This design comes from an exercise in tuning for small area and a short achievable clock period on the open sky130 flow, not from production work. No run shown here included a check of the RTL's function; only the layout flow was run. No activity file was given, so power comes from the tool's default toggle rates.

==> flow/design.v (outline; a module is shown in full before it is edited, if it fits) <==
// module fft_test_core: 3103 lines
module fft_test_core #(
  localparam int IW = 12,
  localparam int OW = 19,
  localparam int AW = 43
) (
  input  logic                 aclk,
  input  logic                 aresetn,
  input  logic [IW-1:0]        input_data_ch1,
  output logic signed [OW-1:0] fft_real,
  output logic signed [OW-1:0] fft_imag,
  output logic [AW-1:0]        amp,
  output logic                 fft_out_valid
);
  // ...
==> flow/run.sh <==
#!/bin/bash
# synth_recipe.tcl (not shown) runs the flow's synth.tcl, then flattens the netlist and writes it again
# the make line also repeats each setting of config.mk as NAME=value (left out here)
make -C /OpenROAD-flow-scripts/flow DESIGN_CONFIG=/design/flow/config.mk WORK_HOME=/design/flow/orfs CLKGATE_MAP_FILE= SYNTH_SCRIPT=/design/flow/synth_recipe.tcl finish
==> flow/config.mk <==
export PLATFORM = sky130hd
export DESIGN_NAME = fft_test_core
export DESIGN_NICKNAME = fft_test_core
export VERILOG_FILES = /design/flow/design.v
export SDC_FILE = /design/flow/constraint.sdc
export NUM_CORES = 8
export LEC_CHECK = 0
export ABC_AREA = 1
export CAP_MARGIN = 20
export CORE_MARGIN = 2
export CORE_UTILIZATION = 45
export SETUP_SLACK_MARGIN = 0.3
export SLEW_MARGIN = 20
==> flow/constraint.sdc <==
create_clock -name core_clock -period 16.0 [get_ports {aclk}]
set_input_delay 3.2000 -clock core_clock [delete_from_list [all_inputs] [get_ports {aclk}]]
set_output_delay 3.2000 -clock core_clock [all_outputs]
set_load 0.01 [all_outputs]
==> metrics.md, run 1 <==
| Metric | Value |
|---|---|
| Post-synth top cells | nand2_1 (2699), dfxtp_1 (2432), inv_1 (2244), o21ai_0 (912), fa_1 (895) |
| Initial DRC Count | 7915 |
| Clock Power | 6.28 mW |
| Setup crit end | r1[67] |
| Well tap count | 3330 |
| Clock buffer cells | 378 |
| Normalized max-slew margin | 12.75% |
| Crit end category | register |
| Commonest non-fill, non-tap cell in the layout | nand2_1 |
| Outcome | finished clean |
| Post-synth EDFFs | 0 |
| I/O pins | 96 |
| Flop2flop setup slack | 9.35 ns |
| Layout cell share with drive strength beyond 1 | 5.722% |
| RSZ-0062 raised after global routing | false |
| Synth Area in XOR/XNOR | 1.582% |
| Switch Pwr | 2.963 mW |
| Clock-cell share of area | 7.106% |
| Worst Path Buf+Inv | 2 |
| VDD IR max | 0.0001218 V |
| Sum Neg Setup Slack | 0 ns |
| Post-synth ARST share | 4.025% |
| P&R area growth vs syn | 11.78% |
| Adder and majority gate portion of the synthesized area | 20.01% |
| Vias per cell | 5.207 |
| Post-CTS sizing | 0 |
| Die footprint | 253800 um^2 |
| Area occupied by multi-input gates | 50490 um^2 |
| CP peak stage delay | 0.91 ns |
| First-pass GRT wire length | 588500 um |
| Final min period | 6.651 ns |
| Final Hold Viols | 0 |
==> inputs of run 2 (changes only) <==
--- a/flow/design.v
+++ b/flow/design.v
@@ -2994,30 +2994,30 @@
   assign c16_re = lo_re[16];
   assign c16_im = lo_im[16];
   logic [16:0] pa_re, pb_re, pa_im, pb_im;
   assign pa_re = tre_a[32:16];
   assign pb_re = tre_b[32:16];
   assign pa_im = tim_a[32:16];
   assign pb_im = tim_b[32:16];
   logic [16:0] p_re, p_im;
-  assign p_re = pa_re + pb_re + 17'(c16_re);
-  assign p_im = pa_im + pb_im + 17'(c16_im);
+  assign p_re = pa_re + pb_re + {16'd0, c16_re};
+  assign p_im = pa_im + pb_im + {16'd0, c16_im};
   logic [33:0] aw;
   always_comb begin
     if (!wb_lane)  aw = r0[30];
     else if (wb2)  aw = r1[2];
     else if (wb3)  aw = r1[6];
     else           aw = r1[14];
   end
   logic [16:0] top_re, top_im, bot_re, bot_im;
-  assign top_re = aw[16:0]  + p_re;
-  assign top_im = aw[33:17] + p_im;
-  assign bot_re = aw[16:0]  - p_re;
-  assign bot_im = aw[33:17] - p_im;
+  assign top_re = aw[16:0]  + pa_re + pb_re + {16'd0, c16_re};
+  assign top_im = aw[33:17] + pa_im + pb_im + {16'd0, c16_im};
+  assign bot_re = aw[16:0]  + ~pa_re + ~pb_re + 17'd1 + {16'd0, ~c16_re};
+  assign bot_im = aw[33:17] + ~pa_im + ~pb_im + 17'd1 + {16'd0, ~c16_im};
   always_comb begin
     for (int q = 0; q < 32; q++) begin
       r0_n[q] = r0[(q + 1) % 32];
       r1_n[q] = r1[(q + 1) % 32];
     end
     if (r4_en & (r4_lane == 1'b0)) r0_n[0] = {y1i, y1r};
     if (wb2 & !wb_lane) r0_n[1] = {bot_im, bot_re};
     else if (r4_en & (r4_lane == 1'b0)) r0_n[1] = {17'sd0, y2r};
==> flow/flow/run.sh (new file) <==
#!/bin/bash
# The standard ORFS layout, with repair_timing aiming for a larger setup slack
# (the clock and constraints stay the design's). Make's full output goes to make.log.
set -euo pipefail
bash standard.sh SETUP_SLACK_MARGIN=${MARGIN:-11} finish > make.log 2>&1
==> flow/standard.sh (new file) <==
#!/bin/bash
# synth_recipe.tcl (not shown) runs the flow's synth.tcl, then flattens the netlist and writes it again
# the make line also repeats each setting of config.mk as NAME=value (left out here)
make -C /OpenROAD-flow-scripts/flow DESIGN_CONFIG=/design/flow/config.mk WORK_HOME=/design/flow/orfs CLKGATE_MAP_FILE= SYNTH_SCRIPT=/design/flow/synth_recipe.tcl "${@:-finish}"
==> flow/config.mk (replaced) <==
export PLATFORM = sky130hd
export DESIGN_NAME = fft_test_core
export DESIGN_NICKNAME = fft_test_core
export VERILOG_FILES = /design/flow/design.v
export SDC_FILE = /design/flow/constraint.sdc
export NUM_CORES = 8
export LEC_CHECK = 0
export CAP_MARGIN = 20
export CORE_MARGIN = 2
export CORE_UTILIZATION = 55
export CTS_BUF_LIST = sky130_fd_sc_hd__clkbuf_8
export CTS_CLUSTER_SIZE = 30
export SLEW_MARGIN = 20
removed: flow/run.sh
==> metrics.md, run 2 <==
| Metric | Value |
|---|---|
| Number of CTS-inserted buffers | 396 (was 277) |
| Synth top area cells | dfxtp_1 (44%), fa_1 (17%), nand2_1 (4.2%), ha_1 (4.1%), mux2_2 (3.5%) (was dfxtp_1 (43%), fa_1 (16%), nand2_1 (9.0%), inv_1 (7.5%), ha_1 (4.1%)) |
| Pwr Density | 100.8 nW/um^2 (was 105.5 nW/um^2) |
| Post-synth top cells | dfxtp_1 (2432), nand2_1 (1226), fa_1 (959), inv_1 (798), o21ai_0 (510) (was nand2_1 (2699), dfxtp_1 (2432), inv_1 (2244), o21ai_0 (912), fa_1 (895)) |
| Synth Area in Compound Gates | 8.504% (was 9.215%) |
| I/O pins | 96 (unchanged) |
| Post-synth EDFFs | 0 (unchanged) |
| Core Rows | 164 (was 183) |
| Synth warn | 1 (unchanged) |
| Clock Power Share | 44.4% (was 47.4%) |
| Clock Skew | 0.1112 ns (was 0.09387 ns) |
| Drt pass-1 iters | 5 (was 6) |
| Largest net degree at the start of global routing | 85 (was 68) |
| Tcrit/Tclk final | 30.66% (was 41.57%) |
| Crit end category | register (unchanged) |
| Post-synth ARST share | 4.025% (unchanged) |
| Final setup vio count | 0 (unchanged) |
| Final min period | 4.905 ns (was 6.651 ns) |
| Clk sinks | 2534 (unchanged) |
| Flop2flop setup slack | 11.10 ns (was 9.35 ns) |
| Initial DRC Count | 6482 (was 7915) |
| Setup crit end | os[15] (was r1[67]) |
| Largest family of logic cells by synthesized area | adder cells (unchanged) |
| Normalized max-slew margin | 7.964% (was 12.75%) |
| Outcome | finished clean (unchanged) |
| Core area | 199900 um^2 (was 248400 um^2) |
| Netlist cell types | 100 (was 65) |
| Min-Delay Startpoint | r0[1075] (was r0[651]) |
| Worst-path fanout max | 18 (was 8) |
| CTS H-tree lvls | 5 (unchanged) |
| Post-DP HPWL | 259900 um (was 310500 um) |
| GRT Util Overall | 34.28% (was 31.88%) |
| Buffers added on ports | 88 (unchanged) |
| Wire length on met1 | 142400 um (was 171200 um) |
| Vias per cell | 5.661 (was 5.207) |
| Final Util | 61.71% (was 50.57%) |
| RR Endpoint | os[15] (was r1[67]) |
| Sw Ratio | 22.88% (was 22.36%) |
| Crit path launch type | register (unchanged) |
| Synth Area in XOR/XNOR | 2.372% (was 1.582%) |
| R2r startpoint | bf_lane (was tim_a[0]) |
| Hold Slack | 0.2645 ns (was 0.2847 ns) |
| Area occupied by multi-input gates | 55130 um^2 (was 50490 um^2) |
| Antenna violations before repair | 30 (was 28) |
| Biggest regs | r0 (1088), r1 (1088) (unchanged) |
| Cells on worst reg2reg path | 14 (was 20) |
| Met3 wire len | 25260 um (was 28040 um) |
| First-pass GRT wire length | 513700 um (was 588500 um) |
| Max-Cap Viols | 0 (unchanged) |
| Max Fclk | 203.9 MHz (was 150.3 MHz) |
| Seq pwr share | 52.0% (was 48.7%) |
| WL/cell | 26.42 um (was 25.30 um) |
| Multiplexer share of the synthesized area | 5.943% (was 0.1826%) |
| Post-route ant nets | 0 (unchanged) |
| GRT Residual Overflow | 0 (unchanged) |
| Final Hold Viols | 0 (unchanged) |
| Hold-fix buffers at CTS | 0 (unchanged) |
| Largest area contributor in the netlist | dfxtp_1 (unchanged) |
| Vias in the first global route | 76810 (was 84380) |
| Slew Viols, Final | 0 (unchanged) |
| Die footprint | 205000 um^2 (was 253800 um^2) |
| Via Count | 75320 (was 84040) |
| Non-Filler Instances | 13310 (was 16140) |
| Int Pwr | 9.590 mW (was 10.29 mW) |
| Commonest non-fill, non-tap cell in the layout | dfxtp_1 (was nand2_1) |
| Die Y | 452.8 um (was 503.7 um) |
| Synthesized cell area | 110800 um^2 (was 112400 um^2) |
| Adder and majority gate portion of the synthesized area | 21.44% (was 20.01%) |
| Layout cell share with drive strength beyond 1 | 12.83% (was 5.722%) |
| Clock Root Buffer | clkbuf_8 (was clkbuf_16) |
| Least-Margin Pin Slew | 1.366 ns (was 1.309 ns) |
| Critical path startpoint | bf_lane (was tim_a[0]) |
| CTS max path bufs | 4 (unchanged) |
| Initial Util | 55.43% (was 45.24%) |
| Clock-pin slew on the worst setup and hold paths | 0.07 ns (about the same) |
| Commonest non-fill, non-tap cells in the layout | dfxtp_1 (2358), nand2_1 (1217), fa_1 (953) (was nand2_1 (2693), dfxtp_1 (2432), inv_1 (2236)) |
| Register area | 51460 um^2 (was 51250 um^2) |
| Final GP Congestion | 0.9732 (was 1.006) |
| VDD IR max | 0.0001030 V (was 0.0001218 V) |
| DR DRC count | 0 (unchanged) |
| P&R area growth vs syn | 11.34% (was 11.78%) |
| Gate power share | 3.6% (was 3.9%) |
| Sum Neg Setup Slack | 0 ns (unchanged) |
| Yosys reg bits | 2534 (unchanged) |
| Met2 wire len | 161700 um (was 180600 um) |
| WL final | 351500 um (was 408200 um) |
| Inst Count DP | 12560 (was 15650) |
| Synthesized area per cell | 10.87 um^2 (was 8.908 um^2) |
| Worst EP required | 16.89 ns (was 16.75 ns) |
| Clk Latency, worst-skew pair | 1.11 ns (was 0.96 ns) |
| Fin nets | 11670 (was 13880) |
| Primary FF master, synth | dfxtp_1 (unchanged) |
| Chip width | 452.8 um (was 503.7 um) |
| Switch Pwr | 2.845 mW (was 2.963 mW) |
| Setup Crit Path Kind | register to register (unchanged) |
| Synth Instances | 10190 (was 12620) |
| Register area share after synthesis | 46.26% (was 45.59%) |
| Simple-gate share of the synthesized area | 10.98% (was 13.84%) |
| Most common cell in the netlist | dfxtp_1 (was nand2_1) |
| Pleak | 50.47 nW (was 61.01 nW) |
| Critical Path AT | 5.80 ns (was 7.41 ns) |
| Fill count | 16450 (was 23150) |
| Hold Path Class | register to register (unchanged) |
| RSZ-0062 raised after global routing | false (unchanged) |
| CTS tree | yes (unchanged) |
| Highest routed layer | met5 (unchanged) |
| Yosys top cell area share | 43.95% (was 43.32%) |
-- run 2: cells by family (layout without fill, tap and decap cells) --
kind of cell,Yosys count,after routing
buf+inv,1313,1749
mux,569,569
xor+xnor,300,300
compound gates,1525,1525
other cells,1,25
fa+ha+maj,1323,1323
simple gates,2624,2624
flops,2534,2534
-- run 2: worst min-delay path by stage --
stage               endpoint  slack, ns  cells past startpoint
floorplan           r0[1032]       0.31                      0
global placement     r0[700]       0.31                      0
detailed placement   r0[571]       0.31                      0
CTS                 r0[1041]       0.26                      0
global route         r0[359]       0.26                      0
finish              r0[1041]       0.26                      0
-- run 2: cell type report --
cell class	instances	share of cell area [%]
antenna	18	0.03652
clock buffer	495	5.524
clock inverter	197	1.039
inverter	803	2.447
multi-input combinational	6348	44.70
sequential	2534	41.72
tap	2656	2.694
timing repair buffer	254	1.837
-- run 2: layer usage --
metal / up-vias / GRT usage, %
met2: 3150 / 54.45
met1: 37790 / 44.45
li1: 33510 / -
met3: 850 / 6.395
met4: 24 / 18.68
met5: - / 0
-- run 2: critical path, cell delays in order (launching register included) --
cell and delay, ns:
dfrtp_4 0.66, buf_6 0.35, buf_6 0.35, mux4_2 0.26
o21ai_0 0.11, o21ai_1 0.93, ha_1 0.44, and2_1 0.18
a22o_1 0.20, a31oi_1 0.20, a21oi_1 0.19, a311o_1 0.36
a21oi_1 0.19, xor2_1 0.17, mux2i_1 0.09
-- run 2: through the flow --
step	instance area (um^2)	power [mW]	setup slack, ns
CTS	122700	12.52	11.00
floorplan	110800	6.849	11.01
finish	123300	12.44	11.10
global placement	114200	7.032	10.06
global route	123300	12.84	10.99
detailed placement	114200	7.034	9.965
-- run 2: repair_timing --
item	CTS	global route
pin swaps	5	21
gates cloned	2	0
setup buffers	4	25
setup endpoints to repair	324	161
gates resized for setup	245	105
-- run 2: power groups by stage --
stage / Sequential [mW] / Combinational, mW / Clock [mW]
2_1_floorplan: 6.56 / 0.293 / 0
3_3_place_gp: 6.60 / 0.431 / 0
3_5_place_dp: 6.60 / 0.432 / 0
4_1_cts: 6.46 / 0.439 / 5.61
5_1_grt: 6.46 / 0.490 / 5.89
6_report: 6.46 / 0.453 / 5.52
==> inputs of run 3 (changes only) <==
--- a/flow/config.mk
+++ b/flow/config.mk
@@ -9,5 +9,3 @@
 export CORE_MARGIN = 2
 export CORE_UTILIZATION = 55
-export CTS_BUF_LIST = sky130_fd_sc_hd__clkbuf_8
-export CTS_CLUSTER_SIZE = 30
 export SLEW_MARGIN = 20
==> metrics.md, run 3 <==
| Metric | Value |
|---|---|
| Least-Margin Pin Slew | 1.257 ns (was 1.366 ns) |
| Primary FF master, synth | dfxtp_1 (unchanged) |
| Critical Path AT | 1.76 ns (was 5.80 ns) |
| Max Fclk | 201.6 MHz (was 203.9 MHz) |
| Commonest non-fill, non-tap cells in the layout | dfxtp_1 (2359), nand2_1 (1217), fa_1 (956) (was dfxtp_1 (2358), nand2_1 (1217), fa_1 (953)) |
| Via Count | 74350 (was 75320) |
| Post-synth EDFFs | 0 (unchanged) |
| VDD IR max | 0.0001093 V (was 0.0001030 V) |
| Synthesized area per cell | 10.87 um^2 (unchanged) |
| Chip width | 452.8 um (unchanged) |
| Crit end category | output pin (was register) |
| Post-DP HPWL | 259900 um (unchanged) |
| Initial DRC Count | 6467 (was 6482) |
| Yosys top cell area share | 43.95% (unchanged) |
| Slowest cell on crit path | clkdlybuf4s50_1 (was o21ai_1) |
| Synth Instances | 10190 (unchanged) |
| Most common cell in the netlist | dfxtp_1 (unchanged) |
| Crit path launch type | register (unchanged) |
| GRT Residual Overflow | 0 (unchanged) |
| CP peak stage delay | 0.53 ns (was 0.93 ns) |
| Non-Filler Instances | 13040 (was 13310) |
| WL/cell | 26.77 um (was 26.42 um) |
| Clock-pin slew on the worst setup and hold paths | 0.07 ns (about the same) |
| Synth top area cells | dfxtp_1 (44%), fa_1 (17%), nand2_1 (4.2%), ha_1 (4.1%), mux2_2 (3.5%) (unchanged) |
| Hold Path Class | register to register (unchanged) |
| Post-synth top cells | dfxtp_1 (2432), nand2_1 (1226), fa_1 (959), inv_1 (798), o21ai_0 (510) (unchanged) |
| Die footprint | 205000 um^2 (unchanged) |
| Inst Count DP | 12560 (unchanged) |
| Synth warn | 1 (unchanged) |
| Final Power | 12.68 mW (was 12.44 mW) |
| Core area | 199900 um^2 (unchanged) |
| Placed Area | 114200 um^2 (unchanged) |
| Commonest non-fill, non-tap cell in the layout | dfxtp_1 (unchanged) |
| Die Y | 452.8 um (unchanged) |
| Outcome | finished clean (unchanged) |
| Largest area contributor in the netlist | dfxtp_1 (unchanged) |
| Biggest regs | r0 (1088), r1 (1088) (unchanged) |
| Pleak | 49.81 nW (was 50.47 nW) |
| Vias per cell | 5.701 (was 5.661) |
| Number of CTS-inserted buffers | 240 (was 396) |
| CP top delay family | buffers and inverters (was compound AO/OA/AOI/OAI gates) |
| CTS H-tree lvls | 4 (was 5) |
| Worst EP required | 12.80 ns (was 16.89 ns) |
| Initial Util | 55.43% (unchanged) |
| Clock Skew | 0.07408 ns (was 0.1112 ns) |
| Register area share after synthesis | 46.26% (unchanged) |
| Largest net degree at the start of global routing | 85 (unchanged) |
| DR DRC count | 0 (unchanged) |
| Final setup vio count | 0 (unchanged) |
| Final Cell Area | 123200 um^2 (was 123300 um^2) |
| Worst-path fanout max | 1 (was 18) |
| CTS max path bufs | 3 (was 4) |
| Fin nets | 11510 (was 11670) |
| Worst Path Buf+Inv | 1 (was 2) |
| Slew Viols, Final | 0 (unchanged) |
| Yosys reg bits | 2534 (unchanged) |
| Core Rows | 164 (unchanged) |
| Buffers added on ports | 88 (unchanged) |
| Final Hold Viols | 0 (unchanged) |
| Hold-fix buffers at CTS | 0 (unchanged) |
| I/O pins | 96 (unchanged) |
| Layout cell share with drive strength beyond 1 | 11.26% (was 12.83%) |
| Pwr Density | 102.9 nW/um^2 (was 100.8 nW/um^2) |
| Max-Cap Viols | 0 (unchanged) |
| RSZ-0062 raised after global routing | false (unchanged) |
| Final min period | 4.961 ns (was 4.905 ns) |
| Post-synth ARST share | 4.025% (unchanged) |
| Post-route ant nets | 0 (unchanged) |
| Sum Neg Setup Slack | 0 ns (unchanged) |
| WL final | 349100 um (was 351500 um) |
| CP cell instances | clkdlybuf4s50_1 (was buf_6 -> buf_6 -> mux4_2 -> o21ai_0 -> o21ai_1 -> ha_1 -> and2_1 -> a22o_1 -> a31oi_1 -> a21oi_1 -> a311o_1 -> a21oi_1 -> xor2_1 -> mux2i_1) |
| Netlist cell types | 100 (unchanged) |
| GRT Util Overall | 34.05% (was 34.28%) |
| Clk Latency, worst-skew pair | 0.93 ns (was 1.11 ns) |
| Clk sinks | 2534 (unchanged) |
| Tcrit/Tclk final | 31.01% (was 30.66%) |
| CTS tree | yes (unchanged) |
| Synthesized cell area | 110800 um^2 (unchanged) |
| Clock Root Buffer | clkbuf_16 (was clkbuf_8) |
| Setup Crit Path Kind | register to output pin (was register to register) |
| First-pass GRT wire length | 509800 um (was 513700 um) |
| Antenna violations before repair | 24 (was 30) |
| Fill count | 16370 (was 16450) |
| Drt pass-1 iters | 6 (was 5) |
| Normalized max-slew margin | 15.33% (was 7.964%) |
| P&R area growth vs syn | 11.24% (was 11.34%) |
| Vias in the first global route | 75500 (was 76810) |
| Final GP Congestion | 0.9732 (unchanged) |
run 3: cell counts after synthesis:
No cell type changed its count.
run 3: repair_timing:
action	CTS	global route
endpoints found under the setup margin	307	154
buffers inserted	3	13
gates resized for setup	195	98
cloned	1	1
pin swaps	6	15
run 3: worst paths after layout:
path                       startpoint   endpoint  slack [ns]  cells past startpoint
setup / recovery              amp[27]    amp[27]       11.04                      1
hold / removal                r1[325]    r1[291]        0.27                      0
setup reg to reg               oc3[9]  tre_b[20]       11.06                     12
hold reg to reg               r1[325]    r1[291]        0.27                      0
max in group asynchronous     aresetn     tau[1]       12.43                      2
min in group asynchronous     aresetn     amp[5]        2.37                      1
run 3: cell type report:
| type | count | area [um^2] | area share [%] |
|---|---|---|---|
| Timing Repair Buffer | 241 | 2145 | 1.740 |
| Tap cell | 2656 | 3323 | 2.697 |
| Sequential cell | 2534 | 51450 | 41.75 |
| Inverter | 803 | 3018 | 2.449 |
| Clock inverter | 110 | 1299 | 1.054 |
| Multi-Input combinational cell | 6348 | 55090 | 44.70 |
| Clock buffer | 336 | 6870 | 5.575 |
| Antenna cell | 13 | 32.53 | 0.02640 |
run 3: metrics by stage:
stage,hold WS (ns),worst slack [ns],util [%]
2_1_floorplan,0.3096,11.01,-
3_3_place_gp,0.3096,10.06,57.13
3_5_place_dp,0.3121,9.965,57.14
4_1_cts,0.2688,11.00,61.40
5_1_grt,0.2730,10.98,61.65
6_report,0.2739,11.04,61.66
run 3: logic make-up (layout without fill, tap and decap cells):
kind of cell	Yosys count	count (layout)	share of synthesized area, %
simple gates	2624	2624	10.98
flops	2534	2534	46.26
compound gates	1525	1525	8.504
fa+ha+maj	1323	1323	21.44
buf+inv	1313	1490	4.498
mux	569	569	5.943
xor+xnor	300	300	2.372
other cells	1	20	0.003385
run 3: layer usage:
layer | part of all wire, % | global-route usage [%]
met3 | 7.2 | 5.948
met5 | 0.030 | 0
met2 | 46 | 54.18
met1 | 41 | 44.38
met4 | 6.3 | 18.41
run 3: report_power, final:
group          switching, mW  internal [mW]
combinational          0.280          0.169
clock                   2.51           3.26
sequential            0.0666           6.39
total                   2.86           9.82

## static timing again, ports no longer ideal
In the flow no input, the clock included, has a driving cell. The finished layouts below were timed again as built, in two steps. Step 1, drivers: a clkbuf_16 drives aclk and a buf_2 each remaining input, both assumed. Step 2 times the ports against the registers' clock, not the clock port: input delays grow and output delays shrink by t, the midpoint of the rising clock arrivals with the driver on. Three values: no drivers, after step 1, after step 2; two values: the first two.
run	shift t [ns]	setup WS [ns]	clock arrival spread, ns	worst data-port slew with drivers (ns)	cell pins on the clock port's net
run 1	1.004	9.349 / 9.349 / 9.349	0.097 / 0.097	0.04	1
run 2	1.137	11.095 / 11.012 / 11.095	0.114 / 0.114	0.04	1
run 3	0.970	11.039 / 10.958 / 11.059	0.077 / 0.077	0.04	1
After both steps every run listed still meets setup and hold.
